What follows belongs to an exercise in optimizing a design on an open flow for a short achievable clock period; a production flow would make more cautious choices.
Function was checked by simulation only, so behaviour that the tests miss may differ from the original.
No activity file was given, so power comes from the tool's default toggle rates.

==> flow/design.v <==
module cclu_multi_entry #(
  parameter int AW           = 32,
  parameter int TW           = 32,
  parameter int CW           = 32,
  parameter int DEPTH        = 16,
  parameter int REPLACE_MODE = 0
) (
  input  logic                         clk,
  input  logic                         reset,
  input  logic                         cmd_valid,
  output logic                         cmd_ready,
  input  logic [1:0]                   command,
  input  logic [AW-1:0]                addres_in,
  input  logic [TW-1:0]                target_in,
  input  logic [CW-1:0]                counter_in,
  output logic                         valid,
  output logic                         hit,
  output logic                         error,
  output logic [TW-1:0]                target_out,
  output logic                         isFull,
  output logic                         isEmpty,
  output logic [$clog2(DEPTH+1)-1:0]   occupancy
);
  localparam int OW = $clog2(DEPTH+1);
  localparam logic [1:0] CMD_ACCESS = 2'b01;
  localparam logic [1:0] CMD_POP    = 2'b10;
  localparam logic [1:0] CMD_FLUSH  = 2'b11;
  logic              flush_r;
  logic [DEPTH-1:0]  v_r;
  logic [OW-1:0]     occ_r;
  logic [DEPTH-1:0][AW-1:0]    addr_r;
  logic [DEPTH-1:0][TW-1:0]    tgt_r;
  logic [DEPTH-1:0][CW-1:0]    cnt_r;     
  logic [DEPTH-1:0]            pend_r;    
  logic [DEPTH*DEPTH-1:0]      older_r;   
  assign occupancy = occ_r;
  assign cmd_ready = !flush_r && !reset;
  logic idle_v, acc, pop, flsh;
  assign idle_v = !flush_r && cmd_valid;
  assign acc    = idle_v && (command == CMD_ACCESS);
  assign pop    = idle_v && (command == CMD_POP);
  assign flsh   = idle_v && (command == CMD_FLUSH);
  logic empty_c, full_c;
  assign empty_c = isEmpty;
  assign full_c  = isFull;
  logic cin_zero, cin_one, cin_many;
  assign cin_zero = (counter_in == {CW{1'b0}});
  assign cin_one  = (counter_in == CW'(1));
  assign cin_many = !cin_zero && !cin_one;
  logic [DEPTH-1:0] last_use;    
  logic [DEPTH-1:0] oldest;      
  logic [DEPTH-1:0] free_first;  
  logic [DEPTH-1:0] evict;       
  logic [DEPTH-1:0] load;        
  always_comb begin
    for (int k = 0; k < DEPTH; k++) begin
      last_use[k] = pend_r[k] ? (cnt_r[k] == CW'(3)) : (cnt_r[k] == CW'(2));
    end
  end
  always_comb begin
    for (int k = 0; k < DEPTH; k++) begin
      oldest[k] = v_r[k];
      for (int j = 0; j < DEPTH; j++) begin
        if (j < k) begin
          if (v_r[j] && older_r[j*DEPTH+k]) oldest[k] = 1'b0;
        end else if (j > k) begin
          if (v_r[j] && !older_r[k*DEPTH+j]) oldest[k] = 1'b0;
        end
      end
    end
  end
  logic seen;
  always_comb begin
    seen = 1'b0;
    for (int k = 0; k < DEPTH; k++) begin
      free_first[k] = !v_r[k] && !seen;
      if (!v_r[k]) seen = 1'b1;
    end
  end
  logic [DEPTH-1:0] m;
  logic             hit_c, rm_c;
  always_comb begin
    for (int k = 0; k < DEPTH; k++) begin
      m[k] = acc && v_r[k] && (addr_r[k] == addres_in);
    end
  end
  assign hit_c = |m;
  assign rm_c  = |(m & last_use);
  logic ins_ok, ins;
  assign ins_ok = acc && cin_many && !full_c;
  assign ins    = ins_ok && !hit_c;
  logic repl;
  assign repl = (REPLACE_MODE != 0) && acc && cin_many && full_c && !hit_c;
  always_comb begin
    for (int k = 0; k < DEPTH; k++) begin
      evict[k] = repl && oldest[k];
      load[k]  = !v_r[k] || evict[k];
    end
  end
  logic [TW-1:0] hit_tgt, pop_tgt;
  always_comb begin
    hit_tgt = {TW{1'b0}};
    pop_tgt = {TW{1'b0}};
    for (int k = 0; k < DEPTH; k++) begin
      hit_tgt = hit_tgt | ({TW{m[k]}} & tgt_r[k]);
      pop_tgt = pop_tgt | ({TW{oldest[k]}} & tgt_r[k]);
    end
  end
  logic             flush_s;
  logic [DEPTH-1:0] v_s;
  logic [OW-1:0]    occ_s;
  logic             valid_s, hit_s, error_s;
  logic [TW-1:0]    tout_s;
  always_comb begin
    flush_s = flush_r;
    v_s     = v_r;
    occ_s   = occ_r;
    valid_s = 1'b0;
    hit_s   = 1'b0;
    error_s = 1'b0;
    tout_s  = target_out;
    if (flush_r) begin
      occ_s   = occ_r - OW'(1);
      v_s     = {DEPTH{1'b0}};
      valid_s = (occ_r == OW'(1));
      flush_s = (occ_r != OW'(1));
    end else if (acc) begin
      if (hit_c) begin
        valid_s = 1'b1;
        hit_s   = 1'b1;
        tout_s  = hit_tgt;
        v_s     = v_r & ~(m & last_use);
        if (rm_c) occ_s = occ_r - OW'(1);
      end else if (cin_zero) begin
        error_s = 1'b1;
      end else if (cin_one) begin
        valid_s = 1'b1;
        tout_s  = target_in;
      end else if (!full_c) begin
        v_s     = v_r | free_first;
        occ_s   = occ_r + OW'(1);
        valid_s = 1'b1;
        tout_s  = target_in;
      end else if (REPLACE_MODE == 0) begin
        error_s = 1'b1;
      end else begin
        valid_s = 1'b1;
        tout_s  = target_in;
      end
    end else if (pop) begin
      if (!empty_c) begin
        v_s     = v_r & ~oldest;
        occ_s   = occ_r - OW'(1);
        valid_s = 1'b1;
        tout_s  = pop_tgt;
      end else begin
        error_s = 1'b1;
      end
    end else if (flsh) begin
      if (empty_c) begin
        valid_s = 1'b1;
      end else begin
        flush_s = 1'b1;
        v_s     = {DEPTH{1'b0}};
      end
    end
  end
  always_ff @(posedge clk or posedge reset) begin
    if (reset) begin
      flush_r    <= 1'b0;
      v_r        <= {DEPTH{1'b0}};
      occ_r      <= {OW{1'b0}};
      valid      <= 1'b0;
      hit        <= 1'b0;
      error      <= 1'b0;
      target_out <= {TW{1'b0}};
      isFull     <= 1'b0;
      isEmpty    <= 1'b1;
    end else begin
      flush_r    <= flush_s;
      v_r        <= v_s;
      occ_r      <= occ_s;
      valid      <= valid_s;
      hit        <= hit_s;
      error      <= error_s;
      target_out <= tout_s;
      isFull     <= (occ_s == OW'(DEPTH));
      isEmpty    <= (occ_s == {OW{1'b0}});
    end
  end
  always_ff @(posedge clk) begin
    for (int k = 0; k < DEPTH; k++) begin
      if (load[k]) begin
        addr_r[k] <= addres_in;
        tgt_r[k]  <= target_in;
        cnt_r[k]  <= counter_in;
        pend_r[k] <= 1'b0;
      end else begin
        if (pend_r[k]) cnt_r[k] <= cnt_r[k] - CW'(1);
        pend_r[k] <= m[k];
      end
    end
  end
  always_ff @(posedge clk) begin
    for (int j = 0; j < DEPTH; j++) begin
      for (int k = 0; k < DEPTH; k++) begin
        if (k <= j) begin
        end else if (load[k]) begin
          older_r[j*DEPTH+k] <= v_r[j] && !evict[j];
        end else if (load[j]) begin
          older_r[j*DEPTH+k] <= 1'b0;
        end
      end
    end
  end
endmodule
==> flow/run.sh <==
#!/bin/bash
# synth_recipe.tcl (not shown) runs the flow's synth.tcl, then flattens the netlist and writes it again
# the make line also repeats each setting of config.mk as NAME=value (left out here)
make -C /OpenROAD-flow-scripts/flow DESIGN_CONFIG=/design/flow/config.mk WORK_HOME=/design/flow/orfs CLKGATE_MAP_FILE= SYNTH_SCRIPT=/design/flow/synth_recipe.tcl finish
==> flow/config.mk <==
export PLATFORM = sky130hd
export DESIGN_NAME = cclu_multi_entry
export DESIGN_NICKNAME = cclu_multi_entry
export VERILOG_FILES = /design/flow/design.v
export SDC_FILE = /design/flow/constraint.sdc
export NUM_CORES = 4
export LEC_CHECK = 0
export ABC_CLOCK_PERIOD_IN_PS = 3000
export CAP_MARGIN = 20
export CORE_MARGIN = 2
export CORE_UTILIZATION = 40
export PLACE_DENSITY = 0.6
export SETUP_SLACK_MARGIN = 5
export SLEW_MARGIN = 20
==> flow/constraint.sdc <==
create_clock -name core_clock -period 8.5 [get_ports {clk}]
set_input_delay 1.7000 -clock core_clock [delete_from_list [all_inputs] [get_ports {clk}]]
set_output_delay 1.7000 -clock core_clock [all_outputs]
set_load 0.01 [all_outputs]
==> notes.md, run 1 <==
In this run the standard cell core region covers 207,000 sq um. Traced cell by cell, the critical path runs through buf_12 > buf_12 > xnor2_2 > nand2_1 > or4_4 > or4_4 > o2111ai_4 > o41ai_4 > a221oi_2 > o22ai_2 > a2111o_1 > nor4bb_2. Setup repair after global routing could not meet its margin everywhere. The horizontal die dimension is 460 um. Of the synthesized area, sequential elements account for 0.619. Of the total synthesized cell area, the portion taken by full adders, half adders and majority gates is 0.00286. The area share of the largest cell type after synthesis is 0.598.

The number of pins with negative max-slew slack in the final report came to 0. The worst max-slew margin expressed relative to the limit is 0.212. The largest net degree at the start of global routing came out at 94.

The required time of the critical path came out at 9260 ps. The analysis attributes to cell leakage a power of 34.4 nW. In this run the cell area measured after placement is 88,300 sq um. The fraction of final layout cells with drive strength greater than 1 is 0.142. The number of CTS-inserted buffers came out at 186. The number of nets produced by synthesis came out at 7,053.

The final global-route overflow total came out at 0. The residual antenna-violating net count after detailed routing came out at 0. The synthesized design spends more area on one cell type than any other, namely edfxtp_1. After synthesis, the largest family of logic cells by area is simple AND/OR/NAND/NOR gates. The tool flagged a number of max-cap violations equal to 0. The share of the clock period used by the worst path after layout is 0.480. In this run, the number of DRC markers left after iteration 0 of detailed routing was 9,648. The worst setup path is of the primary input to flip-flop kind. The final wirelength came out at 303 mm.

The maximum operating frequency came out at 245 MHz. The via count of the first global-routing pass is 60,000. IR analysis of the VDD net gives a maximum drop of 212 uV. The hold violation count in the final report came out at 0. The final weighted congestion in routability-driven placement came out at 0.940. The cell area that synthesis handed to floorplanning was 83,200 sq um. The xor/xnor share of the synthesized area is 0.0997. The simple-gate share of the synthesized area is 0.138. The die covers 212,000 sq um. The cell count after synthesis came out at 6,933. The initial utilization of the core area, before any placement, comes to 0.402.

The power density over cell area is 200 nW/um^2. The maximum single-stage delay on the critical path is 610 ps. The area growth from synthesis to layout is 19.6%.

The clock transition at the registers of the reported paths is 60 ps. TritonCTS built the clock tree. After routing the design area is 99,500 sq um. By count the netlist is led by edfxtp_1 (1,656), nor2_1 (889), xnor2_1 (593). The first detailed-routing pass ran for 8 iterations.

The area fraction in compound gates after synthesis came to 0.112. The clock arrives with 56.5 ps of skew. The number of sinks on the clock net is 1,731. The number of placement rows came out at 167. The most common cell in the synthesized netlist is edfxtp_1.

By area the synthesized netlist is led by edfxtp_1 (60%), xnor2_1 (6.2%), nor2_1 (4.0%), xor2_1 (3.7%), a21oi_1 (2.9%). The run finished with no timing, DRC or antenna violations. The count of input and output buffers came out at 143. The clock network latency to the later pin of the worst-skew pair came out at 860 ps. The number of synthesized register bits came out at 1,731. The first-pass GRT wire length is 426 mm. The slew at the pin closest to its max-slew limit is 1180 ps. At the worst endpoint, the arrival time is 4840 ps.

The slowest cell on the critical path is or4_4. The path class of the tightest hold or removal check is flip-flop to flip-flop. For this run, the leading register cell type out of synthesis is edfxtp_1.

CTS placed an instance of clkbuf_16 at the clock tree root. The mean area per synthesized cell came out at 12.0 sq um. STA classifies the critical path endpoint as a flip-flop. The highest fanout seen on the critical path is 19. Of all flip-flops after synthesis, the portion carrying an async set or reset was 0.0341. The buffer depth of the longest clock path is 3. The average wire length per cell after detail routing is 30.2 um. Dividing the detail-routed via count by the number of cells gives 6.30. Pin placement for this block handled 144 I/O pins. The total routing usage reported by global routing came out at 0.276. In this run the vertical extent of the chip is 460 um. The number of antenna violations at the first check in global routing came out at 19. The final critical path time including I/O delays and setup is 4080 ps. The number of library cell types mapped by synthesis came out at 71.

The count of warnings emitted by yosys is 1. The final setup violation count came out at 0. Setup total negative slack on the finished layout was measured at 0 ps. The launching element type of the critical path is a primary input.

The vias after detailed routing came out at 63,400. After detailed routing, the number of remaining DRC violations is 0. At the end of the flow, the number of nets in the layout was 7,315. The count of filler cells inserted in the layout is 18,000. The clock tree synthesis step divided the H-tree into 4 levels. The share of cell area taken by muxes after synthesis came out at 0.00241. The placed wire-length estimate after detailed placement is 169 mm.

The count of flip-flops with a built-in enable after synthesis is 1,656.
## per-layer routing
metal	GRT usage	vias to the layer above	wire, um
met1	0.365	31300	116000
li1	-	27000	-
met5	0	-	62
met4	0.127	10	16000
met3	0.0665	941	34700
met2	0.430	4179	137000
## critical path, delay by kind of cell
kind	cells	cell delay [ps]
buffers and inverters	2	320
and+or+nand+nor	4	1580
AOI/OAI and AO/OA	5	1000
xor gates and xnor gates	1	200
## cell usage in the layout, fill, tap and decap left out, types with 38 or more instances in the layout
cell | synthesis | layout
edfxtp_1 | 1656 | 1656
nor2_1 | 889 | 881
xnor2_1 | 593 | 561
a21oi_1 | 480 | 474
nand2_1 | 334 | 332
xor2_1 | 354 | 313
a221oi_1 | 229 | 227
a22o_1 | 225 | 224
buf_4 | 0 | 219
nor4_1 | 280 | 212
nand4_1 | 205 | 205
clkbuf_16 | 0 | 197
nor3_1 | 189 | 165
a22oi_1 | 99 | 98
a31oi_1 | 82 | 82
nand3_1 | 88 | 79
buf_12 | 0 | 72
clkdlybuf4s50_1 | 0 | 65
inv_1 | 72 | 58
buf_6 | 0 | 56
clkbuf_1 | 326 | 53
nand2b_1 | 52 | 52
or4_1 | 71 | 47
o22ai_1 | 45 | 42
o21ai_0 | 51 | 42
buf_8 | 0 | 41
nor4_2 | 0 | 39
dlygate4sd2_1 | 0 | 39
and3_1 | 41 | 38
## what timing repair did
item	CTS	global route
pin swaps	78	58
endpoints found under the setup margin	124	79
hold buffers	0	0
buffers inserted	97	86
cloned	15	11
resized for setup	557	126
## per-stage QoR
stage                     power, mW  cells  worst slack, ps  utilization  hold WS, ps
after CTS                      19.8   9954             4390        0.472          552
after global placement         11.8   9500             2060        0.427          560
after floorplan                11.1   6933             4320            -          559
after global routing           20.4  10100             4380        0.481          586
after detailed placement       11.8   9501             2030        0.427          550
final                          19.9  10100             4420        0.481          549
## cell type report
cell class	count	area, sq um	share of cell area
inverters	77	383	0.00385
repair buffers	531	6370	0.0640
multi-input cells	4668	31800	0.320
flip-flops and latches	1731	51600	0.519
well taps	2704	3380	0.0340
diodes	12	30.0	0.000302
clock inverters	90	887	0.00892
clock buffers	251	5020	0.0505
## state kept, by name, indices dropped and copies added (netlist names)
signal,cells
isEmpty,1
flush_r,1
cnt_r,512
addr_r,512
error,1
older_r,120
pend_r,16
occ_r,5
hit,1
valid,1
target_out,32
tgt_r,512
isFull,1
v_r,16
## power breakdown
part | internal, mW | switching, mW
combinational | 0.670 | 0.937
sequential | 9.83 | 0.413
clock | 4.44 | 3.57
## final timing paths
kind / from / cells after the start / endpoint / slack, ps
setup / recovery: addres_in[18] / 12 / isFull / 4420
hold / removal: target_out[14] / 2 / target_out[14] / 550
setup reg to reg: cnt_r[280] / 10 / isFull / 4500
hold reg to reg: target_out[14] / 2 / target_out[14] / 550
max in group asynchronous: reset / 4 / v_r[0] / 6330
min in group asynchronous: reset / 4 / target_out[19] / 1310
## cells by family after synthesis
| logic type | Yosys count |
|---|---|
| XOR/XNOR | 947 |
| adder cells (fa/ha/maj) | 19 |
| AO/OA/AOI/OAI | 1348 |
| flip-flops | 1731 |
| AND/OR/NAND/NOR | 2331 |
| buffers and inverters | 537 |
| multiplexers | 20 |
==> inputs of run 2 (changes only) <==
--- a/flow/design.v
+++ b/flow/design.v
@@ -34,2 +34,3 @@
   logic [DEPTH-1:0]            pend_r;    
+  logic [DEPTH-1:0]            lu_r;      
   logic [DEPTH*DEPTH-1:0]      older_r;   
@@ -54,5 +55,8 @@
   logic [DEPTH-1:0] load;        
-  always_comb begin
-    for (int k = 0; k < DEPTH; k++) begin
-      last_use[k] = pend_r[k] ? (cnt_r[k] == CW'(3)) : (cnt_r[k] == CW'(2));
+  logic [DEPTH-1:0] lu_hit, lu_keep;
+  always_comb begin
+    for (int k = 0; k < DEPTH; k++) begin
+      last_use[k] = lu_r[k];
+      lu_keep[k]  = pend_r[k] ? (cnt_r[k] == CW'(3)) : (cnt_r[k] == CW'(2));
+      lu_hit[k]   = pend_r[k] ? (cnt_r[k] == CW'(4)) : (cnt_r[k] == CW'(3));
     end
@@ -197,2 +201,3 @@
         pend_r[k] <= 1'b0;
+        lu_r[k]   <= (counter_in == CW'(2));
       end else begin
@@ -200,2 +205,3 @@
         pend_r[k] <= m[k];
+        lu_r[k]   <= m[k] ? lu_hit[k] : lu_keep[k];
       end
==> run 2 against run 1 <==
Clock skew increased by 4.6 ps. Worst hold slack got worse by 21 ps. Critical path depth unchanged. Synthesized cell count increased by 2.4%. Final cell count increased by 3.1%. Wire length increased by 2.7%. Sequential share of layout area decreased by 1.3 points. Setup slack improved by 240 ps.
==> notes.md, run 2 <==
The cell area after synthesis is 84,800 sq um (+1.9%). The vias after detailed routing was 65,200 (+2.8%). The maximum operating frequency is 261 MHz (+6.3%). The worst-case hold path end point is target_out[23]. The count of filler cells inserted in the layout came out at 18,200 (+1.2%). The fraction of final layout cells with drive strength greater than 1 came out at 0.156 (+0.0144). STA classifies the critical path startpoint as a primary input. The largest net degree at the start of global routing is 97 (+3.2%). The endpoint identified for the worst register-to-register timing path is target_out[20]. The post-cts hold buffer count came out at 0 (unchanged). The via count of the first global-routing pass is 60,700 (+1.2%). The first-pass iteration count of the detailed router is 7 (-1). The average wire length per cell after detail routing came out at 30.1 um (-0.31%). The slew at the pin closest to its max-slew limit came out at 1040 ps (-139 ps). The overall die area came out at 216,000 sq um (+1.9%). The slack of the critical path is 4660 ps (+241 ps).

The detailed-route DRC error count is 0 (unchanged). The number of max-capacitance violations reported came to 0 (unchanged). The highest fanout seen on the critical path is 28 (+9).

The part of the Yosys area used for sequential elements came out at 0.612 (-0.00768). The post-route worst hold slack was 528 ps (-21.3 ps). The mean area per synthesized cell came out at 11.9 sq um (-0.48%). The area of the placeable core is 210,000 sq um (+1.6%). The final weighted congestion in routability-driven placement came out at 0.904 (-3.9%). The hold violation count in the final report came to 0 (unchanged). The count of input and output buffers came out at 143 (unchanged). In the post-synthesis netlist, the cell with the most instances is edfxtp_1. The sum of negative setup slack is 0 ps (unchanged). The final global-route overflow total came to 0 (unchanged).

STA classifies the critical path endpoint as a flip-flop. The number of nets produced by synthesis is 7,266 (+3.0%). The total routing usage reported by global routing came out at 0.274 (-0.00265). The maximum vdd ir drop is 214 uV (+1.0%).

The clock transition at the registers of the reported paths came to 70 ps (about the same). Counting instances in the post-synthesis netlist gives the leading cell types as edfxtp_1 (1,656), nor2_1 (884), xnor2_1 (746). The setup clock skew after layout came out at 61.1 ps (+4.62 ps). The path type of the worst min-delay path is flip-flop to flip-flop. The number of sinks on the clock net came out at 1,747 (+0.92%). The number of levels in the clock H-tree came out at 4 (unchanged). The largest registers in the layout are addr_r x512, cnt_r x512, tgt_r x512.

In the post-synthesis netlist, the biggest area contributors are edfxtp_1 (59%), xnor2_1 (7.7%), nor2_1 (3.9%), a21oi_1 (3.0%), nand4_1 (2.4%). In the layout the commonest cells are edfxtp_1 (1,656), nor2_1 (872), xnor2_1 (629). The number of CTS-inserted buffers is 182 (-2.2%). The I/O pin total is 144 (unchanged). The top cell type by total area after synthesis is edfxtp_1. The async set-reset flop share out of synthesis is 0.0338 (-0.000312).

The placement-stage worst setup slack came to 1820 ps (-214 ps). The library cell used most frequently in the layout, excluding fill and tap cells, is edfxtp_1. The initial core utilization is 0.403 (+0.00107).

The area growth from synthesis to layout is 21.2%. The worst setup path is of the primary input to flip-flop kind. The most used flip-flop cell after synthesis is edfxtp_1. The slack of the worst reg-to-reg path is 4750 ps (+250 ps).

The path depth of the worst reg2reg path came to 12 (+2). The horizontal die dimension is 464 um (+0.93%). The number of pins with negative max-slew slack in the final report was 0 (unchanged). The buffer depth of the longest clock path is 3 (unchanged). The area of combinational cells with multiple inputs came out at 33,200 sq um (+4.4%).

The final net count is 7,571 (+3.5%). The final wirelength came out at 312 mm (+2.7%). The flip-flop and latch area came out at 51,900 sq um (+0.61%). The final setup violation count is 0 (unchanged). Clock tree synthesis selected as its root buffer the cell clkbuf_16. The number of antenna violations at the first check in global routing is 18 (-1). The routed via count divided by cell count was 6.29 (-0.22%).

The chip height came out at 464 um (+0.93%). The share of the clock period used by the worst path after layout is 0.451 (-0.0284). The static leakage power is 35.9 nW (+4.3%). The critical register-to-register path startpoint is v_r[13]. The final total power came out at 22.2 mW (+12%). The clock network latency to the later pin of the worst-skew pair came out at 860 ps (about the same).

The number of synthesized register bits is 1,747 (+0.92%). The count of warnings emitted by yosys was 1 (unchanged). The arrival time of the worst setup path came out at 4580 ps (-260 ps). The TritonCTS clock tree is done. The first-pass GRT wire length is 433 mm (+1.6%). The residual antenna-violating net count after detailed routing was 0 (unchanged). Setup repair after global routing could not meet its margin everywhere. The number of design-rule violations left by the first detailed-router iteration came out at 10,800 (+11%). The placed wire-length estimate after detailed placement was 165 mm (-2.2%).

The count of flip-flops with a built-in enable after synthesis came out at 1,656 (unchanged). The worst max-slew margin expressed relative to the limit came out at 0.305 (+0.0924). The final critical path time including I/O delays and setup is 3840 ps (-241 ps). The startpoint identified for the worst hold timing path is target_out[23]. The synthesized netlist cell count is 7,098 (+2.4%). The power density over cell area is 216 nW/um^2 (+8.2%). The number of library cell types mapped by synthesis came out at 83 (+17%). The cell count of the worst hold path came out at 2 (unchanged). The number of placement rows was 168 (+0.60%). The run finished with no timing, DRC or antenna violations.

The area share of the largest cell type after synthesis came out at 0.587 (-0.0111). The required time of the critical path is 9240 ps (-20 ps).
## run 2: cell count changes after synthesis, sizes merged, moves of 56 or more
cell    before  now
xnor2      593  746
nand2b      52  108
buf        134  205
nand4      205  331
clkbuf     326  264
xor2       354  164
nor4       280  164
## run 2: what timing repair did
action	in CTS	in global routing
endpoints found under the hold margin	0	0
gates cloned	35	10
gates resized for setup	632	234
pin swaps	123	117
setup buffers	154	86
setup endpoints to repair	120	96
## run 2: logic make-up (layout without fill, tap and decap cells)
logic type,after synthesis,count (layout),share of synthesized area
other,0,8,0
adder cells (fa/ha/maj),67,67,0.00989
buffers and inverters,556,1010,0.0290
XOR/XNOR,910,910,0.0940
multiplexers,15,15,0.00179
flip-flops,1747,1747,0.612
AO/OA/AOI/OAI,1404,1404,0.113
AND/OR/NAND/NOR,2399,2407,0.140
## run 2: critical path, stage by stage
cell	delay, ps
buf_12	220
buf_4	230
xnor2_1	90
nand4_1	200
nor4_4	90
nand4_1	270
o2111ai_4	170
nor4_4	690
o41ai_4	300
o211ai_1	330
nor3_2	90
and3_1	180
## run 2: how the worst max path moves through the flow
| stage | start | endpoint | slack, ps | cells after the start |
|---|---|---|---|---|
| 2_1_floorplan | addres_in[4] | isEmpty | 4510 | 12 |
| 3_3_place_gp | counter_in[3] | target_out[18] | 780 | 11 |
| 3_5_place_dp | command[0] | target_out[29] | 1820 | 13 |
| 4_1_cts | addres_in[24] | isEmpty | 4790 | 13 |
| 5_1_grt | addres_in[12] | isFull | 4680 | 15 |
| 6_report | addres_in[9] | isFull | 4660 | 12 |
## run 2: cell type report
| type | count | area share |
|---|---|---|
| Antenna cell | 8 | 0.000195 |
| Clock buffer | 244 | 0.0485 |
| Clock inverter | 97 | 0.0105 |
| Inverter | 87 | 0.00425 |
| Multi-Input combinational cell | 4803 | 0.323 |
| Sequential cell | 1747 | 0.505 |
| Tap cell | 2805 | 0.0342 |
| Timing Repair Buffer | 582 | 0.0740 |
## run 2: stage by stage
step                      cells  utilization  cell area (sq um)
after floorplan            7098            -              86200
after global placement     9738        0.427              89700
after global routing      10400        0.489             103000
after CTS                 10300        0.477             100000
final                     10400        0.489             103000
after detailed placement   9739        0.427              89700
## run 2: routing by layer
layer  part of all wire  GRT usage  vias up
met3               0.12     0.0654      964
met2               0.44      0.416     4519
met4              0.054      0.127       12
li1                   -          -    27700
met1               0.38      0.370    32000
met5            0.00023          0        -
## run 2: power by group
group	switching [mW]	total (mW)	internal (mW)
Sequential	0.703	11.1	10.4
Combinational	1.74	2.94	1.20
Clock	3.61	8.20	4.58
Total	6.05	22.2	16.1
==> inputs of run 3 (changes only) <==
--- a/flow/design.v
+++ b/flow/design.v
@@ -113,41 +113,35 @@
   logic             flush_s;
-  logic [DEPTH-1:0] v_s;
-  logic [OW-1:0]    occ_s;
-  logic             valid_s, hit_s, error_s;
-  logic [TW-1:0]    tout_s;
+  logic [DEPTH-1:0] v_n, v_s;
+  logic [OW-1:0]    occ_n, occ_s;
+  logic             full_n, empty_n, full_s, empty_s;
+  logic             valid_n, error_n, valid_s, hit_s, error_s;
+  logic [TW-1:0]    tout_n, tout_s;
   always_comb begin
     flush_s = flush_r;
-    v_s     = v_r;
-    occ_s   = occ_r;
-    valid_s = 1'b0;
-    hit_s   = 1'b0;
-    error_s = 1'b0;
-    tout_s  = target_out;
+    v_n     = v_r;
+    occ_n   = occ_r;
+    valid_n = 1'b0;
+    error_n = 1'b0;
+    tout_n  = target_out;
     if (flush_r) begin
-      occ_s   = occ_r - OW'(1);
-      v_s     = {DEPTH{1'b0}};
-      valid_s = (occ_r == OW'(1));
+      occ_n   = occ_r - OW'(1);
+      v_n     = {DEPTH{1'b0}};
+      valid_n = (occ_r == OW'(1));
       flush_s = (occ_r != OW'(1));
     end else if (acc) begin
-      if (hit_c) begin
-        valid_s = 1'b1;
-        hit_s   = 1'b1;
-        tout_s  = hit_tgt;
-        v_s     = v_r & ~(m & last_use);
-        if (rm_c) occ_s = occ_r - OW'(1);
-      end else if (cin_zero) begin
-        error_s = 1'b1;
+      if (cin_zero) begin
+        error_n = 1'b1;
       end else if (cin_one) begin
-        valid_s = 1'b1;
-        tout_s  = target_in;
+        valid_n = 1'b1;
+        tout_n  = target_in;
       end else if (!full_c) begin
-        v_s     = v_r | free_first;
-        occ_s   = occ_r + OW'(1);
-        valid_s = 1'b1;
-        tout_s  = target_in;
+        v_n     = v_r | free_first;
+        occ_n   = occ_r + OW'(1);
+        valid_n = 1'b1;
+        tout_n  = target_in;
       end else if (REPLACE_MODE == 0) begin
-        error_s = 1'b1;
-      end else begin
-        valid_s = 1'b1;
-        tout_s  = target_in;
+        error_n = 1'b1;
+      end else begin
+        valid_n = 1'b1;
+        tout_n  = target_in;
       end
@@ -155,8 +149,8 @@
       if (!empty_c) begin
-        v_s     = v_r & ~oldest;
-        occ_s   = occ_r - OW'(1);
-        valid_s = 1'b1;
-        tout_s  = pop_tgt;
-      end else begin
-        error_s = 1'b1;
+        v_n     = v_r & ~oldest;
+        occ_n   = occ_r - OW'(1);
+        valid_n = 1'b1;
+        tout_n  = pop_tgt;
+      end else begin
+        error_n = 1'b1;
       end
@@ -164,9 +158,21 @@
       if (empty_c) begin
-        valid_s = 1'b1;
+        valid_n = 1'b1;
       end else begin
         flush_s = 1'b1;
-        v_s     = {DEPTH{1'b0}};
-      end
-    end
-  end
+        v_n     = {DEPTH{1'b0}};
+      end
+    end
+  end
+  assign full_n  = (occ_n == OW'(DEPTH));
+  assign empty_n = (occ_n == {OW{1'b0}});
+  logic occ_one;
+  assign occ_one = (occ_r == OW'(1));
+  assign valid_s = hit_c | valid_n;
+  assign hit_s   = hit_c;
+  assign error_s = !hit_c && error_n;
+  assign tout_s  = hit_c ? hit_tgt : tout_n;
+  assign v_s     = hit_c ? (v_r & ~(m & last_use)) : v_n;
+  assign occ_s   = hit_c ? (rm_c ? occ_r - OW'(1) : occ_r) : occ_n;
+  assign full_s  = hit_c ? (isFull && !rm_c) : full_n;
+  assign empty_s = hit_c ? (rm_c && occ_one) : empty_n;
   always_ff @(posedge clk or posedge reset) begin
@@ -190,4 +196,4 @@
       target_out <= tout_s;
-      isFull     <= (occ_s == OW'(DEPTH));
-      isEmpty    <= (occ_s == {OW{1'b0}});
+      isFull     <= full_s;
+      isEmpty    <= empty_s;
     end
==> run 3 against run 2 <==
Still clean. Worst hold slack better by 68 ps. Via count down 2.5%. Largest cell class unchanged. Power down 5.5%. Cell area down 1.6%. Largest power group unchanged. Utilization down 0.22 points.
==> notes.md, run 3 <==
The cell area after synthesis came out at 83,800 sq um (-1.2%). In the synthesized netlist, the cells that appear most often are edfxtp_1 (1,656), nor2_1 (877), xnor2_1 (705). The count of flip-flops with a built-in enable after synthesis came out at 1,656 (unchanged). The detailed-route DRC error count is 0 (unchanged). The initial core utilization is 0.403 (about the same). The clock transition at the registers of the reported paths is 60 ps (about the same). The first-pass iteration count of the detailed router is 9 (+2). The area added between synthesis and finish came out at 20.6%. The buffer depth of the longest clock path came out at 3 (unchanged). The via count of the first global-routing pass is 59,200 (-2.5%). The power density over cell area is 208 nW/um^2 (-3.9%).

The final wirelength is 310 mm (-0.64%). The maximum vdd ir drop came out at 211 uV (-1.2%). The first-pass GRT wire length came out at 426 mm (-1.5%). The vias after detailed routing is 63,600 (-2.5%). The overall die area was 213,000 sq um (-1.2%).

The arrival time of the worst setup path came out at 4510 ps (-70 ps). The count of input and output buffers came out at 143 (unchanged). Leaving out fill and tap cells, the most frequent cell in the layout is edfxtp_1.

The flow ran to the end and the layout has no timing, DRC or antenna violations. The number of antenna violations at the first check in global routing came out at 19 (+1). The critical path starts at addres_in[13].

The post-cts hold buffer count came out at 0 (unchanged). The signal on the critical path passes through buf_8 > xnor2_1 > nand4_1 > or4_4 > nor4_4 > nor4_4 > and4_4 > buf_6 > a21oi_4 > or2_4 > buf_12 > buf_16 > a31oi_4. The path type of the worst min-delay path is flip-flop to flip-flop.

TritonCTS built the clock tree. The total routing usage reported by global routing came to 0.276 (+0.00211). The synthesized netlist cell count is 6,953 (-2.0%).

The number of design-rule violations left by the first detailed-router iteration was 10,500 (-2.6%). The placement-stage worst setup slack was 2510 ps (+698 ps). The highest fanout seen on the critical path is 33 (+18%). The largest net degree at the start of global routing came out at 98 (+1.0%). The final critical path time including I/O delays and setup is 3800 ps (-42.1 ps).

The worst max-slew margin expressed relative to the limit came out at 0.186 (-0.119). The count of warnings emitted by yosys is 1 (unchanged). In this run the most critical hold path is launched from pend_r[9]. The largest registers in the layout are addr_r x512, cnt_r x512, tgt_r x512. The maximum operating frequency is 263 MHz (+1.1%).

The critical register-to-register path startpoint is v_r[14]. The launching element type of the critical path is a primary input. The chip height is 462 um (-0.58%). The slack of the critical path came out at 4700 ps (+42.1 ps). The async set-reset flop share out of synthesis is 0.0338 (unchanged). Counting stages on the worst path, the most repeated cell is nor4_4.

The setup path with the least slack is of type primary input to flip-flop. The dominant delay contributor by cell family on the critical path is simple AND/OR/NAND/NOR gates. The area of the placeable core came to 208,000 sq um (-1.2%). The static leakage power is 35.4 nW (-1.5%). The clock network latency to the later pin of the worst-skew pair is 860 ps (about the same).

The part of the Yosys area used for sequential elements is 0.619 (+0.00727). The final weighted congestion in routability-driven placement came out at 0.887 (-1.8%). In the post-synthesis netlist, the biggest area contributors are edfxtp_1 (59%), xnor2_1 (7.4%), nor2_1 (3.9%), a21oi_1 (3.0%), xor2_1 (2.4%). In the layout the commonest cells are edfxtp_1 (1,656), nor2_1 (868), xnor2_1 (681). The horizontal die dimension is 462 um (-0.58%). The count of filler cells inserted in the layout is 18,000 (-1.2%). The residual antenna-violating net count after detailed routing is 0 (unchanged). On the critical path, the stage with the largest delay is an instance of or4_4.

The average wire length per cell after detail routing is 30.3 um (+0.67%). In the synthesized netlist the dominant register cell turns out to be edfxtp_1. The mean area per synthesized cell came to 12.0 sq um (+0.89%). The slew at the pin closest to its max-slew limit came out at 1220 ps (+179 ps).

The number of placement rows came out at 167 (-0.60%). The final setup violation count came to 0 (unchanged). Among all cell types in the netlist, the one instantiated most often is edfxtp_1. The number of nets produced by synthesis came out at 7,121 (-2.0%).

The final global-route overflow total is 0 (unchanged). The placed wire-length estimate after detailed placement is 161 mm (-2.4%). The final net count came out at 7,455 (-1.5%). The number of sinks on the clock net came out at 1,747 (unchanged). The tree is rooted in a clkbuf_16.

The number of library cell types mapped by synthesis is 74 (-11%). The number of max-capacitance violations reported is 0 (unchanged). The routed via count divided by cell count is 6.21 (-1.2%).

STA classifies the critical path endpoint as a flip-flop. The number of CTS-inserted buffers came out at 187 (+2.7%). The I/O pin total came to 144 (unchanged). The maximum single-stage delay on the critical path came out at 560 ps (-130 ps). The top cell type by total area after synthesis is edfxtp_1. The hold violation count in the final report came out at 0 (unchanged). The setup clock skew after layout came to 70.0 ps (+8.90 ps). The number of pins with negative max-slew slack in the final report came out at 0 (unchanged). The number of synthesized register bits is 1,747 (unchanged). The sum of negative setup slack is 0 ps (unchanged). The number of levels in the clock H-tree is 4 (unchanged). The required time of the critical path is 9220 ps (-20 ps). Setup repair after global routing could not meet its margin everywhere.

The share of the clock period used by the worst path after layout came out at 0.447 (-0.00496). The sum of buffers and inverters on the critical path came out at 4 (+2). The area share of the largest cell type after synthesis is 0.594 (+0.00697).

The fraction of final layout cells with drive strength greater than 1 came to 0.149 (-0.00703).
-- run 3: cell types whose count changed in the layout (fill, tap and decap cells not counted), moves of 35 or more --
cell / delta
xnor2_2: -79
a22oi_1: +66
xor2_1: +65
buf_4: +55
nand2b_1: -35
nand4_1: -159
xnor2_1: +52
-- run 3: power breakdown --
part / switching, mW / leakage (nW) / internal [mW]
clock: 3.63 / 3.00 / 4.71
combinational: 1.24 / 13.7 / 0.913
sequential: 0.496 / 18.7 / 9.99
total: 5.36 / 35.4 / 15.6
-- run 3: final cells by class --
class                   count  area [sq um]  share of cell area
repair buffers            613          7610              0.0753
well taps                2788          3490              0.0345
clock inverters            95          1010             0.00997
repair inverters            1          8.76           0.0000867
inverters                  82           433             0.00428
diodes                      3          7.51           0.0000743
multi-input cells        4655         31400               0.311
clock buffers             254          5180              0.0512
flip-flops and latches   1747         51900               0.514
-- run 3: logic make-up after synthesis --
logic type / count (synthesis) / synth area share
AND/OR/NAND/NOR: 2222 / 0.129
AO/OA/AOI/OAI: 1412 / 0.114
flip-flops: 1747 / 0.619
adder cells (fa/ha/maj): 67 / 0.0100
multiplexers: 16 / 0.00191
buffers and inverters: 556 / 0.0287
XOR/XNOR: 933 / 0.0975
-- run 3: worst paths after layout --
kind                                  endpoint  slack (ps)  cells after the start
max in group asynchronous               v_r[7]        6280                      4
worst min register to register         lu_r[9]         600                      2
worst max register to register  target_out[14]        4860                     11
worst max-delay path            target_out[16]        4700                     13
worst min-delay path                   lu_r[9]         600                      2
min in group asynchronous               v_r[4]        1050                      3
-- run 3: metal layers --
layer | GRT usage | vias to the layer above | routed length [um]
li1 | - | 26900 | -
met1 | 0.367 | 31100 | 117000
met2 | 0.420 | 4552 | 136000
met3 | 0.0665 | 1049 | 37600
met4 | 0.140 | 14 | 19100
met5 | 0 | - | 154
-- run 3: metrics by stage --
step	utilization	instance area [sq um]	total power, mW	hold slack, ps	cells
floorplan	-	84600	11.5	516	6953
global placement	0.424	88100	12.4	588	9575
detailed placement	0.424	88100	12.4	566	9575
CTS	0.472	98000	20.8	593	10100
global route	0.487	101000	21.5	607	10200
finish	0.487	101000	21.0	596	10200
-- run 3: what timing repair did --
item	in CTS	in global routing
pin swaps	40	98
endpoints found under the setup margin	133	83
gates cloned	29	17
setup buffers	118	146
hold endpoints to repair	0	0
resized for setup	547	271
-- run 3: tightest hold or removal path, cell delays in order (launching register included) --
cell,delay (ps)
dfxtp_1,320
a21oi_1,120
o22ai_1,90
==> inputs of run 4 (changes only) <==
--- a/flow/design.v
+++ b/flow/design.v
@@ -117,3 +117,3 @@
   logic             valid_n, error_n, valid_s, hit_s, error_s;
-  logic [TW-1:0]    tout_n, tout_s;
+  logic [TW-1:0]    tout_n;
   always_comb begin
@@ -172,3 +172,4 @@
   assign error_s = !hit_c && error_n;
-  assign tout_s  = hit_c ? hit_tgt : tout_n;
+  logic [TW-1:0] tout_hit_r, tout_oth_r;
+  assign target_out = tout_hit_r | tout_oth_r;
   assign v_s     = hit_c ? (v_r & ~(m & last_use)) : v_n;
@@ -185,3 +186,4 @@
       error      <= 1'b0;
-      target_out <= {TW{1'b0}};
+      tout_hit_r <= {TW{1'b0}};
+      tout_oth_r <= {TW{1'b0}};
       isFull     <= 1'b0;
@@ -195,3 +197,4 @@
       error      <= error_s;
-      target_out <= tout_s;
+      tout_hit_r <= hit_tgt;
+      tout_oth_r <= hit_c ? {TW{1'b0}} : tout_n;
       isFull     <= full_s;
==> run 4 against run 3 <==
Largest power group unchanged. Combinational power grew 18%. Clock skew shrank 8.3 ps. Wire length shrank 1.1%. Register-to-register slack lost 20 ps. Via count shrank 1.0%. Still clean on timing, DRC and antenna. Critical path type unchanged. Synthesized cell count shrank 0.40%. Setup slack gained 32 ps.
==> notes.md, run 4 <==
The run finished with no timing, DRC or antenna violations. The final weighted congestion in routability-driven placement is 0.879 (-0.92%). The sum of negative setup slack came out at 0 ps (unchanged).

The first-pass GRT wire length is 422 mm (-1.0%). The proportion of power drawn by flip-flops and latches is 0.496 (-0.004). The slew at the pin closest to its max-slew limit was 1180 ps (-39.5 ps). The path depth of the worst reg2reg path was 11 (unchanged). The setup clock skew after layout came out at 61.7 ps (-8.33 ps). The overall die area came to 214,000 sq um (+0.19%). The cell area after synthesis came out at 83,900 sq um (+0.19%). The final critical path time including I/O delays and setup is 3760 ps (-31.6 ps). The capturing element of the worst setup path is isEmpty.

The detailed-route DRC error count came out at 0 (unchanged). The synthesized netlist cell count came out at 6,925 (-0.40%). After synthesis, the cell types taking the most area are edfxtp_1 (59%), xnor2_1 (7.4%), nor2_1 (4.0%), a21oi_1 (2.9%), dfrtp_1 (2.7%). The top cell types in the final layout, fill and taps aside, are edfxtp_1 (1,656), nor2_1 (868), xnor2_1 (682). The horizontal die dimension came to 462 um (about the same). The number of antenna violations at the first check in global routing came out at 18 (-1).

The final setup violation count was 0 (unchanged). The post-detailed-placement cell area is 88,600 sq um (+0.52%). The largest net degree at the start of global routing came out at 94 (-4.1%). The share of the clock period used by the worst path after layout came out at 0.443 (-0.00372). The I/O pin total came out at 144 (unchanged). Of all cell types, the one taking the most synthesized area is edfxtp_1. The worst setup path startpoint is counter_in[4]. The routed via count divided by cell count came out at 6.16 (-0.77%). The chip height is 462 um (about the same). The count of input and output buffers came out at 143 (unchanged). The part of the Yosys area used for sequential elements is 0.627 (+0.00837). The library cell used most frequently in the layout, excluding fill and tap cells, is edfxtp_1.

The static leakage power came to 35.7 nW (+0.88%). The via count of the first global-routing pass is 59,100 (-0.14%). The number of placement rows came out at 168 (+0.60%). The final wirelength was 306 mm (-1.1%). The path type of the worst min-delay path is flip-flop to flip-flop. The number of max-capacitance violations reported came to 0 (unchanged). The hold violation count in the final report is 0 (unchanged).

The final global-route overflow total came to 0 (unchanged). The clock network latency to the later pin of the worst-skew pair came to 870 ps (about the same). The area of the placeable core came out at 209,000 sq um (+0.70%). The number of CTS-inserted buffers is 182 (-2.7%). The power density over cell area came out at 211 nW/um^2 (+1.4%).

The launching element type of the critical path is a primary input. The count of warnings emitted by yosys came out at 1 (unchanged). The number of design-rule violations left by the first detailed-router iteration is 9,803 (-6.4%). The critical register-to-register path startpoint is v_r[5].

The number of nets produced by synthesis was 7,093 (-0.39%). The clock transition at the registers of the reported paths came out at 70 ps (about the same). The number of sinks on the clock net is 1,779 (+1.8%). The vias after detailed routing is 63,000 (-1.0%). The terminus of the critical flop-to-flop path is tout_oth_r[25]. The highest fanout seen on the critical path is 4 (-88%). The most frequent cell after synthesis is edfxtp_1. The placed wire-length estimate after detailed placement is 158 mm (-1.9%). The worst max-slew margin expressed relative to the limit is 0.212 (+0.0263). The leading register cell type out of synthesis is edfxtp_1. The proportion of power drawn by combinational gates came out at 0.119 (+0.017). The final net count is 7,411 (-0.59%). The residual antenna-violating net count after detailed routing was 0 (unchanged). The final total power came out at 21.3 mW (+1.8%).

The post-layout instance area came to 101,000 sq um (+0.34%). The area share of the largest cell type after synthesis is 0.592 (-0.00112). The count of filler cells inserted in the layout is 18,000 (-0.033%). By startpoint and endpoint, the worst setup path is classified as primary input to flip-flop. The slack of the worst reg-to-reg path came out at 4840 ps (-20 ps).

The post-cts hold buffer count came to 0 (unchanged). The buffer depth of the longest clock path came out at 3 (unchanged). The maximum operating frequency came out at 266 MHz (+0.84%). The number of synthesized register bits is 1,779 (+1.8%). The async set-reset flop share out of synthesis is 0.0512 (+0.0174). The number of library cell types mapped by synthesis is 71 (-4.1%). The largest registers in the layout are addr_r x512, cnt_r x512, tgt_r x512.

The arrival time of the worst setup path is 4550 ps (+40 ps). The maximum vdd ir drop came out at 224 uV (+6.2%). TritonCTS built the clock tree.

The fraction of final layout cells with drive strength greater than 1 is 0.159 (+0.00990). The post-route worst hold slack is 527 ps (-68.4 ps). The proportion of total power due to net switching came out at 0.256 (+0.000625). The area added between synthesis and finish came out at 20.8%. In this run the clock root is driven by a clkbuf_16. The count of flip-flops with a built-in enable after synthesis is 1,656 (unchanged).

The total routing usage reported by global routing is 0.272 (-0.00363). The initial core utilization came out at 0.401 (-0.00204). The required time of the critical path was 9290 ps (+70 ps). The design internal power is 15.9 mW (+1.7%).

The number of levels in the clock H-tree is 4 (unchanged). The average wire length per cell after detail routing is 30.0 um (-0.84%). Setup repair after global routing could not meet its margin everywhere. The number of pins with negative max-slew slack in the final report is 0 (unchanged).

Sorting the synthesized cells by how often they occur yields edfxtp_1 (1,656), nor2_1 (900), xnor2_1 (708). The worst setup path is captured at a flip-flop. The total net switching power came out at 5.47 mW (+2.0%). The mean area per synthesized cell is 12.1 sq um (+0.59%). The proportion of power drawn by the clock network came to 0.385 (-0.013). The first-pass iteration count of the detailed router is 9 (unchanged).
run 4: changes by cell type after synthesis, sizes merged, moves of 28 or more:
cell	change
clkbuf	+33
a2111oi	+28
dfrtp	+32
buf	-30
a22oi	-33
and3	-41
or2	+28
a222oi	+31
o22ai	+28
o211ai	-30
o21ai	-39
run 4: cell type report:
type | instances | area (sq um) | share of cell area
Sequential cell | 1779 | 52700 | 0.520
Clock inverter | 94 | 1110 | 0.0110
Timing Repair Buffer | 607 | 7630 | 0.0753
Inverter | 83 | 398 | 0.00392
Clock buffer | 239 | 4890 | 0.0482
Tap cell | 2805 | 3510 | 0.0346
Antenna cell | 17 | 42.5 | 0.000420
Multi-Input combinational cell | 4590 | 31100 | 0.307
run 4: kinds of logic after synthesis:
kind of cell,synth area share
muxes,0.00252
buffers and inverters,0.0265
and+or+nand+nor,0.127
adders and majority gates,0.00999
AOI/OAI and AO/OA,0.109
xor gates and xnor gates,0.0979
DFF,0.627
run 4: through the flow:
step / instances / worst slack (ps) / utilization
3_3_place_gp: 9561 / 1500 / 0.424
6_report: 10200 / 4740 / 0.485
3_5_place_dp: 9561 / 1510 / 0.424
5_1_grt: 10200 / 4690 / 0.485
2_1_floorplan: 6925 / 4610 / -
4_1_cts: 10100 / 4770 / 0.472
run 4: layer usage:
layer  wire (um)  up-vias  track usage
met1      117000    31000        0.365
met2      136000     4250        0.418
met3       36300      977       0.0656
li1            -    26800            -
met5          96        -            0
met4       16700       10        0.122
run 4: worst min-delay path by stage:
stage / from / to / slack, ps / depth (start not counted)
after floorplan: tgt_r[97] / tout_hit_r[1] / 480 / 2
after global placement: tgt_r[219] / tout_hit_r[27] / 500 / 2
after detailed placement: tgt_r[30] / tout_hit_r[30] / 510 / 2
after CTS: tgt_r[448] / tout_hit_r[0] / 530 / 2
after global routing: tgt_r[82] / tout_hit_r[18] / 550 / 2
final: tgt_r[296] / tout_hit_r[8] / 530 / 2
run 4: repair_timing:
| action | in CTS | in global routing |
|---|---|---|
| setup endpoints to repair | 161 | 114 |
| gates resized for setup | 645 | 316 |
| pin swaps | 60 | 105 |
| cloned | 35 | 15 |
| setup buffers | 139 | 114 |
run 4: critical path, stage by stage:
cell and delay (ps):
dlygate4sd2_1 260, buf_12 150, nor4_4 300, nand4_1 140, buf_6 180, buf_4 190
o31a_1 300, nand2_1 170, a31oi_1 110, a31oi_1 240, a21oi_2 130, or4_4 570
o21ai_2 70
run 4: power groups by stage:
stage                     Sequential (mW)  Clock (mW)  Combinational (mW)
final                                10.6        8.21                2.54
after global routing                 10.7        8.60                2.69
after CTS                            10.6        8.26                2.17
after detailed placement             10.8           0                1.95
after global placement               10.7           0                1.93
after floorplan                      10.6           0                1.23
==> inputs of run 5 (changes only) <==
--- a/flow/design.v
+++ b/flow/design.v
@@ -165,6 +165,20 @@
   end
-  assign full_n  = (occ_n == OW'(DEPTH));
-  assign empty_n = (occ_n == {OW{1'b0}});
-  logic occ_one;
+  logic occ_one, occ_top;
   assign occ_one = (occ_r == OW'(1));
+  assign occ_top = (occ_r == OW'(DEPTH - 1));
+  always_comb begin
+    if (flush_r) begin
+      full_n  = 1'b0;
+      empty_n = occ_one;
+    end else if (acc) begin
+      full_n  = isFull || (cin_many && occ_top);
+      empty_n = isEmpty && !cin_many;
+    end else if (pop) begin
+      full_n  = 1'b0;
+      empty_n = isEmpty || occ_one;
+    end else begin
+      full_n  = isFull;
+      empty_n = isEmpty;
+    end
+  end
   assign valid_s = hit_c | valid_n;
==> run 5 against run 4 <==
Clock skew is 7.7 ps higher. Non-clock buffer count rose by 59. Global-route usage is 0.28 points higher. Cell area increased by 1.4%. Setup slack better by 88 ps. Clock power about the same. Register-to-register slack improved by 140 ps. Critical endpoint is now cmd_ready. Largest cell class unchanged. Largest power group unchanged. Highest routed layer unchanged.
==> notes.md, run 5 <==
The run finished with no timing, DRC or antenna violations. By count the netlist is led by edfxtp_1 (1,656), nor2_1 (871), xnor2_1 (724). The worst setup path is captured at a primary output.

The slew at the pin closest to its max-slew limit came out at 1100 ps (-83.9 ps). The part of the Yosys area used for sequential elements is 0.620 (-0.00699). The clock network latency to the later pin of the worst-skew pair came out at 890 ps (+20 ps). The post-cts hold buffer count is 0 (unchanged). The power density over cell area came out at 206 nW/um^2 (-2.4%). The kind of critical path is primary input to primary output. The highest fanout seen on the critical path is 2 (-2). The number of synthesized register bits is 1,779 (unchanged). The vias after detailed routing came out at 64,600 (+2.6%).

The mean area per synthesized cell is 12.0 sq um (-0.58%). The area of the placeable core is 211,000 sq um (+1.1%). The post-layout instance area came out at 103,000 sq um (+1.4%). Of all cell types, the one taking the most synthesized area is edfxtp_1. The arrival time of the worst setup path came out at 1980 ps (-2570 ps). The static leakage power came out at 36.2 nW (+1.6%). The routed via count divided by cell count is 6.20 (+0.51%).

The share of the clock period used by the worst path after layout came out at 0.432 (-0.0104). The number of levels in the clock H-tree came out at 4 (unchanged). The final critical path time including I/O delays and setup was 3680 ps (-88.4 ps). The number of max-capacitance violations reported came out at 0 (unchanged). The hold violation count in the final report is 0 (unchanged). The number of pins with negative max-slew slack in the final report is 0 (unchanged). The cell sitting at the root of the clock tree is a clkbuf_16. The critical path goes through buf_8 > nor2_4 > buf_6. TritonCTS built the clock tree. The count of flip-flops with a built-in enable after synthesis came to 1,656 (unchanged). The area added between synthesis and finish is 21.1%. The average wire length per cell after detail routing is 29.9 um (-0.22%). The path type of the worst min-delay path is flip-flop to flip-flop. The final net count came out at 7,608 (+2.7%).

The placed wire-length estimate after detailed placement came out at 163 mm (+3.1%). The async set-reset flop share out of synthesis came out at 0.0512 (unchanged). The sum of negative setup slack is 0 ps (unchanged).

The buffer depth of the longest clock path is 3 (unchanged). The horizontal die dimension came out at 465 um (+0.56%). The sum of buffers and inverters on the critical path is 2 (-2). The slowest stage of the critical path is the buf_6 cell. The first-pass iteration count of the detailed router is 7 (-2).

The maximum operating frequency came out at 272 MHz (+2.4%). The number of placement rows is 169 (+0.60%). The initial core utilization is 0.401 (about the same). The number of library cell types mapped by synthesis came out at 78 (+9.9%). The slack of the critical path came to 4820 ps (+88.4 ps). The residual antenna-violating net count after detailed routing is 0 (unchanged). The chip height is 465 um (+0.56%). After synthesis, the cell types taking the most area are edfxtp_1 (59%), xnor2_1 (7.5%), nor2_1 (3.9%), a21oi_1 (3.0%), dfrtp_1 (2.7%).

The final wirelength is 312 mm (+1.9%). The area of combinational cells with multiple inputs came out at 32,000 sq um (+2.9%). The launching element type of the critical path is a primary input. The post-detailed-placement cell area is 89,300 sq um (+0.80%). The final weighted congestion in routability-driven placement came out at 0.889 (+1.1%).

The I/O pin total came out at 144 (unchanged). The largest net degree at the start of global routing came out at 94 (unchanged). The final setup violation count came to 0 (unchanged). The first-pass GRT wire length is 434 mm (+2.9%). The via count of the first global-routing pass came out at 60,400 (+2.1%). The dominant delay contributor by cell family on the critical path is buffers and inverters. Among all flip-flop cells after synthesis, the most frequent one is edfxtp_1. The flip-flop and latch area came out at 52,700 sq um (about the same). The maximum vdd ir drop is 159 uV (-29%). The number of nets produced by synthesis is 7,213 (+1.7%). The number of design-rule violations left by the first detailed-router iteration came out at 10,100 (+2.9%). The setup clock skew after layout came out at 69.4 ps (+7.70 ps). The top cell types in the final layout, fill and taps aside, are edfxtp_1 (1,656), nor2_1 (826), xnor2_1 (682).

Setup repair after global routing could not meet its margin everywhere. The overall die area came out at 216,000 sq um (+1.1%). The number of CTS-inserted buffers is 187 (+2.7%). The required time of the critical path came to 6800 ps (-2490 ps). The number of sinks on the clock net is 1,779 (unchanged). The cell area after synthesis was 84,900 sq um (+1.1%). The clock transition at the registers of the reported paths came out at 60 ps (about the same). The final global-route overflow total is 0 (unchanged). The worst max-slew margin expressed relative to the limit came out at 0.268 (+0.0559).

The count of input and output buffers came out at 143 (unchanged). The count of warnings emitted by yosys is 1 (unchanged). The placement-stage worst setup slack was 2510 ps (+1000 ps). In the post-synthesis netlist, the cell with the most instances is edfxtp_1. The total routing usage reported by global routing is 0.275 (+0.00280). The synthesized netlist cell count is 7,044 (+1.7%). The fraction of final layout cells with drive strength greater than 1 is 0.160 (+0.00124). The maximum single-stage delay on the critical path was 110 ps (-460 ps). The count of filler cells inserted in the layout is 18,300 (+1.8%).

The number of antenna violations at the first check in global routing is 21 (+3). The largest registers in the layout are addr_r x512, cnt_r x512, tgt_r x512. The area share of the largest cell type after synthesis was 0.586 (-0.00660).

Leaving out fill and tap cells, the most frequent cell in the layout is edfxtp_1. The detailed-route DRC error count is 0 (unchanged).
-- run 5: changes by cell type in the layout (fill, tap and decap cells not counted), moves of 18 or more --
cell,delta
a221o_1,+33
nand3_1,-43
nand2_1,+64
buf_4,+76
a21oi_1,+32
nor2_1,-42
a222oi_1,-28
o21ai_0,+49
nand4_1,+18
nand2b_1,+23
a22oi_1,-111
inv_1,+18
a221oi_1,+88
a22o_1,+84
-- run 5: path summary, 6_finish.rpt --
check	startpoint	end	slack, ps	cells past startpoint
max	reset	cmd_ready	4820	3
min	tgt_r[196]	tout_hit_r[4]	530	2
max reg2reg	v_r[13]	tout_oth_r[28]	4980	10
min reg2reg	tgt_r[196]	tout_hit_r[4]	530	2
max in group asynchronous	reset	v_r[5]	6000	5
min in group asynchronous	reset	hit	1160	4
-- run 5: where the power goes --
group          switching (mW)  internal (mW)
logic                    1.36           1.01
registers               0.431           10.1
clock network            3.66           4.55
-- run 5: tightest hold or removal path, stage by stage, from the launching register on --
cell	delay (ps)
edfxtp_1	340
a221oi_1	90
nand4_1	60
-- run 5: metal layers --
metal / wire, um / vias up / global-route usage
li1: - / 27300 / -
met1: 118000 / 31900 / 0.362
met5: 137 / - / 0
met3: 35200 / 1045 / 0.0595
met4: 20800 / 14 / 0.159
met2: 138000 / 4357 / 0.419
-- run 5: final cells by class --
class / count / area share
Clock buffer: 255 / 0.0495
Tap cell: 2821 / 0.0343
Timing Repair inverter: 4 / 0.000718
Clock inverter: 92 / 0.00895
Inverter: 111 / 0.00536
Sequential cell: 1779 / 0.513
Timing Repair Buffer: 666 / 0.0768
Antenna cell: 9 / 0.000219
Multi-Input combinational cell: 4690 / 0.311
-- run 5: through the flow --
| stage | std cells | hold slack, ps | util | power [mW] |
|---|---|---|---|---|
| floorplan | 7044 | 479 | - | 11.7 |
| global placement | 9701 | 506 | 0.422 | 12.5 |
| detailed placement | 9701 | 510 | 0.422 | 12.6 |
| CTS | 10200 | 525 | 0.470 | 20.9 |
| global route | 10400 | 542 | 0.486 | 21.7 |
| finish | 10400 | 526 | 0.486 | 21.1 |
-- run 5: repair_timing --
| action | in CTS | in global routing |
|---|---|---|
| cloned | 30 | 13 |
| setup buffers | 147 | 180 |
| pin swaps | 119 | 137 |
| resized for setup | 617 | 385 |
| setup endpoints to repair | 162 | 112 |
-- run 5: cells by family (layout without fill, tap and decap cells) --
logic type | count (synthesis) | in the layout | synth area share
other cells | 0 | 9 | 0
fa+ha+maj | 68 | 68 | 0.0100
flops | 1779 | 1779 | 0.620
mux | 17 | 24 | 0.00203
compound gates | 1442 | 1442 | 0.116
xor+xnor | 934 | 934 | 0.0964
simple gates | 2221 | 2222 | 0.126
buf+inv | 583 | 1128 | 0.0293
==> inputs of run 6 (changes only) <==
==> flow/flow/run.sh (new file) <==
#!/bin/bash
# Layout flow: the standard ORFS flow (standard.sh), unchanged except
# that the port buffers are sky130_fd_sc_hd__buf_4 instead of the buffer
# cell buffer_ports picks by default (a slow delay buffer that the
# footprint-matched repair cannot replace). Every port still gets a buffer.
# The full make output (every tool's log is also kept by ORFS under
# orfs/logs/) goes to flow_make.log in the work folder.
set -euo pipefail
bash standard.sh "BUFFER_PORTS_ARGS=-buffer_cell sky130_fd_sc_hd__buf_4" finish > flow_make.log 2>&1
==> flow/standard.sh (new file) <==
#!/bin/bash
# synth_recipe.tcl (not shown) runs the flow's synth.tcl, then flattens the netlist and writes it again
# the make line also repeats each setting of config.mk as NAME=value (left out here)
make -C /OpenROAD-flow-scripts/flow DESIGN_CONFIG=/design/flow/config.mk WORK_HOME=/design/flow/orfs CLKGATE_MAP_FILE= SYNTH_SCRIPT=/design/flow/synth_recipe.tcl "${@:-finish}"
removed: flow/run.sh
==> run 6 against run 5 <==
Sequential share of layout area is 2.5 points higher. Critical path depth unchanged. Via count fell by 4.1%. First-iteration DRC count fell by 13%. Wire length decreased by 5.3%. Power fell by 2.1%. Worst hold slack improved by 0.87 ps. Non-clock buffer count down 311. Setup slack gained 7.1 ps. Largest cell class unchanged.
==> notes.md, run 6 <==
The chip height is 465 um (unchanged). The number of max-capacitance violations reported was 0 (unchanged). The number of sinks on the clock net is 1,779 (unchanged). The post-layout instance area came to 98,000 sq um (-4.7%). The mean area per synthesized cell is 12.0 sq um (unchanged). The overall die area came out at 216,000 sq um (unchanged).

TritonCTS built the clock tree. edfxtp_1 takes more of the synthesized area than any other cell. By area the synthesized netlist is led by edfxtp_1 (59%), xnor2_1 (7.5%), nor2_1 (3.9%), a21oi_1 (3.0%), dfrtp_1 (2.7%).

The arrival time of the worst setup path came out at 1970 ps (about the same). The number of synthesized register bits was 1,779 (unchanged). The worst max-slew margin expressed relative to the limit is 0.202 (-0.0661). The area share of the largest cell type after synthesis is 0.586 (unchanged).

The slowest cell on the critical path is buf_8. The post-detailed-placement cell area came out at 88,700 sq um (-0.70%). The share of the clock period used by the worst path after layout is 0.432 (-0.000834). The maximum operating frequency came out at 273 MHz (+0.19%).

The final global-route overflow total is 0 (unchanged). The power density over cell area came out at 211 nW/um^2 (+2.7%). The post-placement cell count is 9,644 (-0.59%).

The final setup violation count came out at 0 (unchanged). The buffer depth of the longest clock path is 3 (unchanged). The I/O pin total was 144 (unchanged).

The largest net degree at the start of global routing came out at 96 (+2.1%). The routed via count divided by cell count is 6.13 (-1.0%). The clock network latency to the later pin of the worst-skew pair came to 880 ps (about the same). The initial core utilization is 0.401 (unchanged). The count of filler cells inserted in the layout came out at 18,800 (+2.6%). The number of levels in the clock H-tree came out at 4 (unchanged). The final critical path time including I/O delays and setup is 3670 ps (-7.09 ps). The commonest cells after synthesis are edfxtp_1 (1,656), nor2_1 (871), xnor2_1 (724). The highest fanout seen on the critical path is 2 (unchanged). The first-pass GRT wire length came out at 417 mm (-4.0%). The maximum single-stage delay on the critical path came to 100 ps (about the same).

The first-pass iteration count of the detailed router came to 6 (-1). The final net count came to 7,291 (-4.2%). The path class of the tightest hold or removal check is flip-flop to flip-flop. The sum of negative setup slack came out at 0 ps (unchanged). The count of flip-flops with a built-in enable after synthesis is 1,656 (unchanged).

The hold violation count in the final report came out at 0 (unchanged). Setup repair after global routing could not meet its margin everywhere. The fraction of final layout cells with drive strength greater than 1 came out at 0.119 (-0.0415).

The area of combinational cells with multiple inputs came out at 30,900 sq um (-3.3%). Among all flip-flop cells after synthesis, the most frequent one is edfxtp_1. The setup path with the least slack is of type primary input to primary output. The static leakage power came to 33.7 nW (-7.0%).

The detailed-route DRC error count came to 0 (unchanged). The most critical setup path has its startpoint at reset. The average wire length per cell after detail routing is 29.3 um (-2.3%). The critical path goes through buf_8 > nor2_4 > buf_6. The flip-flop and latch area came to 52,700 sq um (about the same).

The critical path endpoint category is a primary output. The part of the Yosys area used for sequential elements is 0.620 (unchanged). The clock transition at the registers of the reported paths came out at 60 ps (about the same). The final weighted congestion in routability-driven placement came out at 0.888 (-0.11%). STA classifies the critical path startpoint as a primary input. The residual antenna-violating net count after detailed routing is 0 (unchanged). The most frequent cell after synthesis is edfxtp_1.

The number of antenna violations at the first check in global routing came out at 18 (-14%). The maximum vdd ir drop came out at 171 uV (+7.8%). The library cell used most frequently in the layout, excluding fill and tap cells, is edfxtp_1. The number of pins with negative max-slew slack in the final report came out at 0 (unchanged). The setup clock skew after layout is 84.3 ps (+14.9 ps). The final wirelength is 296 mm (-5.3%). The cell area after synthesis came out at 84,900 sq um (unchanged).

The count of warnings emitted by yosys is 1 (unchanged). The sum of buffers and inverters on the critical path was 2 (unchanged). The number of design-rule violations left by the first detailed-router iteration is 8,734 (-13%). The total routing usage reported by global routing came out at 0.263 (-0.0116). The non-filler instance count after layout came out at 10,100 (-3.1%). The horizontal die dimension came out at 465 um (unchanged).

In the final layout, the registers with the most flip-flops are addr_r x512, cnt_r x512, tgt_r x512. The worst register-to-register path begins at v_r[3]. The placement-stage worst setup slack was 2590 ps (+83.2 ps). The dominant delay contributor by cell family on the critical path is buffers and inverters. The required time of the critical path came out at 6800 ps (about the same). The beginning of the worst hold path is tgt_r[221]. The post-cts hold buffer count is 0 (unchanged). The number of placement rows was 169 (unchanged). The area of the placeable core came out at 211,000 sq um (unchanged). The number of CTS-inserted buffers is 186 (-0.53%). The via count of the first global-routing pass is 58,800 (-2.6%). The async set-reset flop share out of synthesis was 0.0512 (unchanged). The share of the core filled with cells came out at 0.463 (-0.0228).

The slack of the worst reg-to-reg path came out at 5010 ps (+30 ps). The placed wire-length estimate after detailed placement is 159 mm (-2.5%). The slew at the pin closest to its max-slew limit came out at 1200 ps (+99.2 ps). The top cell types in the final layout, fill and taps aside, are edfxtp_1 (1,656), nor2_1 (844), xnor2_1 (717). The final total power came out at 20.7 mW (-2.1%). The post-route worst hold slack is 527 ps (+0.872 ps). The number of library cell types mapped by synthesis is 78 (unchanged). The synthesized netlist cell count came to 7,044 (unchanged). The slack of the critical path is 4830 ps (+7.09 ps).

The vias after detailed routing is 62,000 (-4.1%). The area added between synthesis and finish came out at 15.4%. The count of input and output buffers is 143 (unchanged). The flow ran to the end and the layout has no timing, DRC or antenna violations.

The root cell of the clock tree is clkbuf_16. The number of nets produced by synthesis came out at 7,213 (unchanged).
==> run 6: cell counts after synthesis <==
No cell type changed its count.
==> run 6: cells by family (layout without fill, tap and decap cells) <==
| kind of cell | count (synthesis) | in the layout | synth area share |
|---|---|---|---|
| xor+xnor | 934 | 934 | 0.0964 |
| other cells | 0 | 5 | 0 |
| flops | 1779 | 1779 | 0.620 |
| fa+ha+maj | 68 | 68 | 0.0100 |
| buf+inv | 583 | 812 | 0.0293 |
| compound gates | 1442 | 1442 | 0.116 |
| mux | 17 | 20 | 0.00203 |
| simple gates | 2221 | 2223 | 0.126 |
==> run 6: layout make-up <==
class	count	area share
Antenna cell	5	0.000128
Timing Repair Buffer	355	0.0425
Clock inverter	98	0.0106
Inverter	111	0.00545
Tap cell	2821	0.0360
Clock buffer	246	0.0514
Sequential cell	1779	0.538
Multi-Input combinational cell	4687	0.316
Timing Repair inverter	2	0.000204
==> run 6: timing repair <==
item / in CTS / in global routing
resized for setup: 295 / 121
pin swaps: 39 / 33
setup endpoints to repair: 130 / 110
buffers inserted: 68 / 19
gates cloned: 17 / 6
==> run 6: tightest hold or removal path: cells and delay by family (launching register included) <==
kind,cells,cell delay [ps]
flip-flops,1,350
AO/OA/AOI/OAI,1,80
AND/OR/NAND/NOR,1,80
==> run 6: final timing paths <==
kind / end / cells past startpoint
max: cmd_ready / 3
min: tout_hit_r[29] / 2
max reg2reg: tout_oth_r[28] / 10
min reg2reg: tout_hit_r[29] / 2
max in group asynchronous: v_r[11] / 5
min in group asynchronous: tout_oth_r[3] / 4
==> run 6: per-layer routing <==
metal / vias to the layer above / wire length, um / GRT usage / part of all wire
met5: - / 105 / 0.00111 / 0.00036
met4: 18 / 17900 / 0.140 / 0.061
met3: 924 / 32300 / 0.0645 / 0.11
met2: 3816 / 133000 / 0.408 / 0.45
met1: 30500 / 113000 / 0.341 / 0.38
li1: 26700 / - / - / -
==> run 6: power breakdown <==
group | internal (mW) | switching [mW] | leakage, nW
registers | 10.1 | 0.379 | 19.1
logic | 0.794 | 1.21 | 11.7
clock network | 4.58 | 3.62 | 2.95

[port drivers added, routing unchanged]
Ports are ideal in the flow. The routed layouts listed here were re-timed in OpenROAD. Step 1, drivers: a clkbuf_16 drives clk and a buf_2 each remaining input, both assumed. Step 2 also shifts input and output timing later by t, the mid clock arrival at the registers, as if the neighbouring blocks saw the same clock. a / b / c = ideal / step 1 / step 2; a / b = the first two.
| run | t (ns) | setup slack, ns | hold slack, ns | latest minus earliest clock arrival (ns) | worst slew at a driven data input, ns |
|---|---|---|---|---|---|
| run 1 | 0.923 | 4.421 / 4.378 / 3.507 | 0.549 / 0.549 / 0.549 | 0.058 / 0.058 | 0.23 |
| run 2 | 0.922 | 4.663 / 4.682 / 3.760 | 0.528 / 0.528 / 0.528 | 0.064 / 0.064 | 0.18 |
| run 3 | 0.903 | 4.705 / 4.684 / 3.781 | 0.596 / 0.596 / 0.596 | 0.072 / 0.072 | 0.24 |
| run 4 | 0.925 | 4.736 / 4.755 / 3.848 | 0.527 / 0.527 / 0.527 | 0.061 / 0.062 | 0.18 |
| run 5 | 0.940 | 4.825 / 4.787 / 3.974 | 0.526 / 0.526 / 0.526 | 0.071 / 0.071 | 0.13 |
| run 6 | 0.914 | 4.832 / 4.781 / 3.988 | 0.527 / 0.527 / 0.527 | 0.090 / 0.089 | 0.19 |
After both steps every run listed still meets setup and hold. The setup slack of run 3, which loses most, moves by -0.021 ns with the drivers and by -0.924 ns with both steps.
